Background: an optimization exercise with open tools, aiming at small area, a short achievable clock period and few clock cycles per item. Do not read the settings as production practice.
In this exercise RTL edits were held to simulation tests only and were not proved equivalent to the original.

## run 1
==> flow/design.v <==
package tea_pkg;
    typedef logic [31:0] word_t;
    localparam word_t tea_delta = 32'h9e3779b9;
    function automatic logic [1023:0] sum_table();
        logic [1023:0] t;
        word_t s;
        s = '0;
        for (int j = 0; j < 32; j++) begin
            s = s + tea_delta;
            t[j*32 +: 32] = s;
        end
        sum_table = t;
    endfunction
    localparam logic [1023:0] sum_tab = sum_table();
    function automatic logic [32:0] add32(input word_t a, input word_t b, input logic cin);
        word_t pp, gg, p0, g0, c;
        int    j;
        p0 = a ^ b;
        g0 = a & b;
        pp = p0;
        gg = g0;
        gg[0] = gg[0] | (pp[0] & cin);
        for (int l = 0; l < 5; l++) begin
            for (int i = 31; i >= 0; i--) begin
                if (l == 0 && i == 1) begin
                    gg[i] = g0[1] | ((p0[1] & a[0]) & b[0]) | ((p0[1] & p0[0]) & cin);
                    pp[i] = p0[1] & p0[0];
                end else if (l > 0 && i == (1 << l)) begin
                    gg[i] = g0[i] | (p0[i] & g0[i - 1]) | (p0[i] & p0[i - 1] & gg[i - 2]);
                    pp[i] = p0[i] & p0[i - 1] & pp[i - 2];
                end else if ((i >> l) & 1) begin
                    j = ((i >> l) << l) - 1;
                    gg[i] = gg[i] | (pp[i] & gg[j]);
                    pp[i] = pp[i] & pp[j];
                end
            end
        end
        c = {gg[30:0], cin};
        add32 = {gg[31], p0 ^ c};
    endfunction
endpackage
`timescale 1ns/1ps
module crypt_machine #(
    parameter int data_in_w = 32,
    parameter int rounds    = 32
) (
    input  logic                  clk,
    input  logic                  resetn,
    input  logic [data_in_w-1:0]  data_in,
    input  logic                  go,
    input  logic                  decrypt,
    output logic                  done,
    output tea_pkg::word_t        display
);
    logic            s_load;       
    logic            s_load_rel;   
    logic            s_wait_op;    
    logic            s_run;        
    logic            s_wait_dec;   
    logic            s_wait_clr;   
    logic            s_clr_rel;    
    logic            s_start;      
    logic            op_dec;       
    logic            running;      
    logic [2:0]      widx;
    logic            dec;        
    logic [6:0]      t;          
    tea_pkg::word_t  p, q;
    tea_pkg::word_t  r0, r1, r2, r3;
    tea_pkg::word_t  g;          
    logic            cin;
    tea_pkg::word_t  s;          
    logic press_enc, press_dec;
    assign press_enc = s_wait_op && go;
    assign press_dec = (s_wait_op && !go && decrypt) || (s_wait_dec && decrypt);
    logic start_enc, start_dec, start;
    assign start     = s_start;
    assign start_enc = s_start && !op_dec;
    assign start_dec = s_start && op_dec;
    logic last;
    assign last = running && t[6];
    tea_pkg::word_t nw;
    logic           ovf;
    assign {ovf, nw} = tea_pkg::add32(p, g, cin);
    logic [27:0] a_x, a_y, a_z, a_s, a_c;
    logic [32:0] a_sum;
    assign a_x   = p[27:0];
    assign a_y   = g[27:0];
    assign a_z   = r0[31:4];
    assign a_s   = a_x ^ a_y ^ a_z;
    assign a_c   = (a_x & a_y) | (a_x & a_z) | (a_y & a_z);
    assign a_sum = tea_pkg::add32({4'd0, a_s}, {4'd0, a_c[26:0], cin}, 1'b0);
    tea_pkg::word_t b_s, b_c;
    logic [32:0]    b_sum;
    assign b_s   = p ^ g ^ s;
    assign b_c   = (p & g) | (p & s) | (g & s);
    assign b_sum = tea_pkg::add32(b_s, {b_c[30:0], cin}, 1'b0);
    tea_pkg::word_t c_z, c_s, c_c;
    logic [32:0]    c_sum;
    logic           c27;
    assign c_z   = {r1[26:0], 5'd0};
    assign c_s   = p ^ g ^ c_z;
    assign c_c   = (p & g) | (p & c_z) | (g & c_z);
    assign c_sum = tea_pkg::add32(c_s, {c_c[30:0], cin}, 1'b0);
    assign c27   = ovf ? (c_c[31] && c_sum[32]) : (c_c[31] || c_sum[32]);
    logic [4:0] r1_hi, r1_hi1;
    assign r1_hi  = r1[31:27];
    assign r1_hi1 = r1[31:27] + 5'd1;
    tea_pkg::word_t f_lo, g_nx;
    logic [4:0]     x_hi, g_hi0, g_hi1;
    assign f_lo  = {a_sum[27:0], r0[3:0]} ^ b_sum[31:0] ^ {5'd0, c_sum[31:5]};
    assign x_hi  = f_lo[31:27] ^ {5{dec}};
    assign g_hi0 = (x_hi ^ r1_hi)  & {5{m_n}};
    assign g_hi1 = (x_hi ^ r1_hi1) & {5{m_n}};
    assign g_nx  = {c27 ? g_hi1 : g_hi0, (f_lo[26:0] ^ {27{dec}}) & {27{m_n}}};
    logic       dec_n, m_n;
    assign dec_n = start ? start_dec : (running ? dec : 1'b1);
    assign m_n   = start ? start_dec : (running && (!dec || (t[5:0] != 6'd63)));
    logic [4:0] jh, sidx;
    assign jh   = t[5:1] + {4'd0, dec | t[0]};
    assign sidx = running ? (jh ^ {5{dec}}) : 5'd31;
    always_ff @(posedge clk) begin
        g    <= g_nx;
        cin  <= m_n && dec;
        s    <= start_enc ? tea_pkg::tea_delta : tea_pkg::sum_tab[sidx*32 +: 32];
    end
    logic load_q, load_p;
    assign load_q = s_load && (widx <= 3'd1);
    assign load_p = s_load_rel && (widx == 3'd0);
    logic rot, load_r2, load_r3;
    assign rot     = start || running ||
                     (s_load_rel && !go && ((widx == 3'd3) || (widx == 3'd5)));
    assign load_r2 = s_load && ((widx == 3'd2) || (widx == 3'd4));
    assign load_r3 = s_load && ((widx == 3'd3) || (widx == 3'd5));
    always_ff @(posedge clk) begin
        if (load_q || running || start) begin
            q <= load_q ? data_in : nw;
        end
        if (load_p || running || start) begin
            p <= q;
        end
        if (rot) begin
            r0 <= r2;
            r1 <= r3;
        end
        if (rot || load_r2) begin
            r2 <= load_r2 ? data_in : r0;
        end
        if (rot || load_r3) begin
            r3 <= load_r3 ? data_in : r1;
        end
    end
    logic last_word;
    assign last_word = (widx == 3'd5);
    always_ff @(posedge clk) begin
        if (!resetn) begin
            s_load     <= 1'b1;
            s_load_rel <= 1'b0;
            s_wait_op  <= 1'b0;
            s_start    <= 1'b0;
            s_run      <= 1'b0;
            s_wait_dec <= 1'b0;
            s_wait_clr <= 1'b0;
            s_clr_rel  <= 1'b0;
            running    <= 1'b0;
            widx       <= '0;
            done       <= 1'b0;
        end else begin
            s_load     <= (s_load && !go) || (s_load_rel && !go && !last_word) ||
                          (s_clr_rel && !go);
            s_load_rel <= (s_load || s_load_rel) && go;
            s_wait_op  <= (s_load_rel && !go && last_word) ||
                          (s_wait_op && !go && !decrypt);
            s_start    <= press_enc || press_dec;
            s_run      <= s_start || (s_run && !done);
            s_wait_dec <= (s_run && done && !dec) || (s_wait_dec && !decrypt && !go);
            s_wait_clr <= (s_run && done && dec) || (s_wait_clr && !go);
            s_clr_rel  <= (s_wait_dec && !decrypt && go) || ((s_wait_clr || s_clr_rel) && go);
            running    <= start || (running && !t[6]);
            done       <= last;
            if (s_load_rel && !go) begin
                widx <= widx + 3'd1;
            end else if (s_clr_rel && !go) begin
                widx <= '0;
            end
        end
    end
    always_ff @(posedge clk) begin
        op_dec <= press_dec;
        dec <= dec_n;
        if (start) begin
            t <= '0;
        end else if (running) begin
            t <= t + 7'd1;
        end
    end
    always_ff @(posedge clk) begin
        if (!resetn || s_clr_rel) begin
            display <= '0;
        end else if (last) begin
            display <= {nw[15:0], q[15:0]};
        end
    end
endmodule
Settings: LEC_CHECK=0, CAP_MARGIN=20, CORE_MARGIN=2, CORE_UTILIZATION=50, CTS_CLUSTER_DIAMETER=100, CTS_CLUSTER_SIZE=24, PLACE_DENSITY=0.7, SLEW_MARGIN=20; clock period 12.0 ns.
standard.sh (not shown) runs the stock make flow with config.mk's settings and CLKGATE_MAP_FILE= SYNTH_SCRIPT=/design/flow/synth_recipe.tcl, a recipe that flattens the netlist after the stock synthesis.
==> flow/flow/run.sh <==
#!/bin/bash
set -euo pipefail
export SETUP_SLACK_MARGIN=8.6
export BUFFER_PORTS_ARGS="-buffer_cell sky130_fd_sc_hd__buf_4"
bash standard.sh MATCH_CELL_FOOTPRINT=0 finish > standard.log 2>&1
Run 1 has completed all stages; timing, DRC and antenna checks passed.
Testbench counts of run 1, summed over its fixed seeds: cycles 7,848, ops 96.
Input changes introduced in run 2 (baseline for comparison: run 1):
==> flow/flow/run.sh <==
#!/bin/bash
set -euo pipefail
export SETUP_SLACK_MARGIN=8.3
export BUFFER_PORTS_ARGS="-buffer_cell sky130_fd_sc_hd__buf_4"
bash standard.sh MATCH_CELL_FOOTPRINT=0 finish > standard.log 2>&1
-- flow/config.mk --
<<< run 1, line 7
export LEC_CHECK = 0
export CAP_MARGIN = 20
>>> run 2, line 7
export LEC_CHECK = 0
export ABC_AREA = 1
export CAP_MARGIN = 20
Notes after the runs:
Looking at synthesized netlist net count, run 2 sits 587 above run 1.
Buffering overhead on run 2 is down relative to run 1.
Iteration count of the initial detailed-routing pass: run 2 lower than run 1
Against run 1 as the reference, run 2 delivers a higher global-route usage.
Against run 1 as the reference, run 2 delivers a higher number of clock buffers in the layout.
#### Input delta (run 3 over run 2)
==> flow/flow/run.sh <==
#!/bin/bash
set -euo pipefail
export SETUP_SLACK_MARGIN=8.2
export BUFFER_PORTS_ARGS="-buffer_cell sky130_fd_sc_hd__buf_4"
bash standard.sh MATCH_CELL_FOOTPRINT=0 finish > standard.log 2>&1
-- flow/config.mk --
<<< run 2, line 7
export LEC_CHECK = 0
export ABC_AREA = 1
export CAP_MARGIN = 20
>>> run 3, line 7
export LEC_CHECK = 0
export CAP_MARGIN = 20
Results
- Run 3 reports its start point of the critical path as go while run 2 reports done.
- Met1 track demand over resource in global routing: lower on run 3
- The run showing the greater data-path buffer share of cell area in the final layout is run 3.
- Of run 3 and run 2, run 2 shows the higher number of core rows, with run 3 below it.
- Post-synthesis area per instance, run 3 vs run 2: up by more than a quarter
- Cmp run 3 and run 2 / basic-gate share of the synthesized area counting and, or, nand and nor cells / higher: run 2
- Per the comparison of run 3 with run 2, setup slack fell by 0.16 ns; multi-input logic portion of the cell area rose by 1.2 points.
- Comparing the two runs side by side, run 3 comes out ahead of run 2 on switching component of the power.

-- afterwards: timing with drivers on the ports --
The flow's constraints put no driver on any port. The routed layouts listed below were extracted and timed again, unchanged, in two steps.
Step 1 (the two cells are an assumption about what drives the block):
set clk [get_ports {clk}]
set_driving_cell -lib_cell sky130_fd_sc_hd__clkbuf_16 $clk
set_driving_cell -lib_cell sky130_fd_sc_hd__buf_2 [delete_from_list [all_inputs] $clk]
Step 2 times the ports against the registers' clock, not the clock port: input delays grow and output delays shrink by t, the midpoint of the rising clock arrivals with the driver on.
Slacks: ideal ports / drivers / drivers and shift; pairs: ideal ports / drivers.
| run | shift t [ns] | slack for setup (ns) | worst register clock-pin slew, ns |
|---|---|---|---|
| run 1 | 0.588 | 8.503 / 8.503 / 8.130 | 0.11 / 0.11 |
| run 2 | 0.583 | 8.455 / 8.402 / 8.021 | 0.10 / 0.10 |
| run 3 | 0.578 | 8.295 / 8.325 / 7.747 | 0.11 / 0.11 |
After both steps setup and hold are still met in every run listed. The setup slack of run 3, which loses most, moves by +0.030 ns with the drivers and by -0.548 ns with both steps.
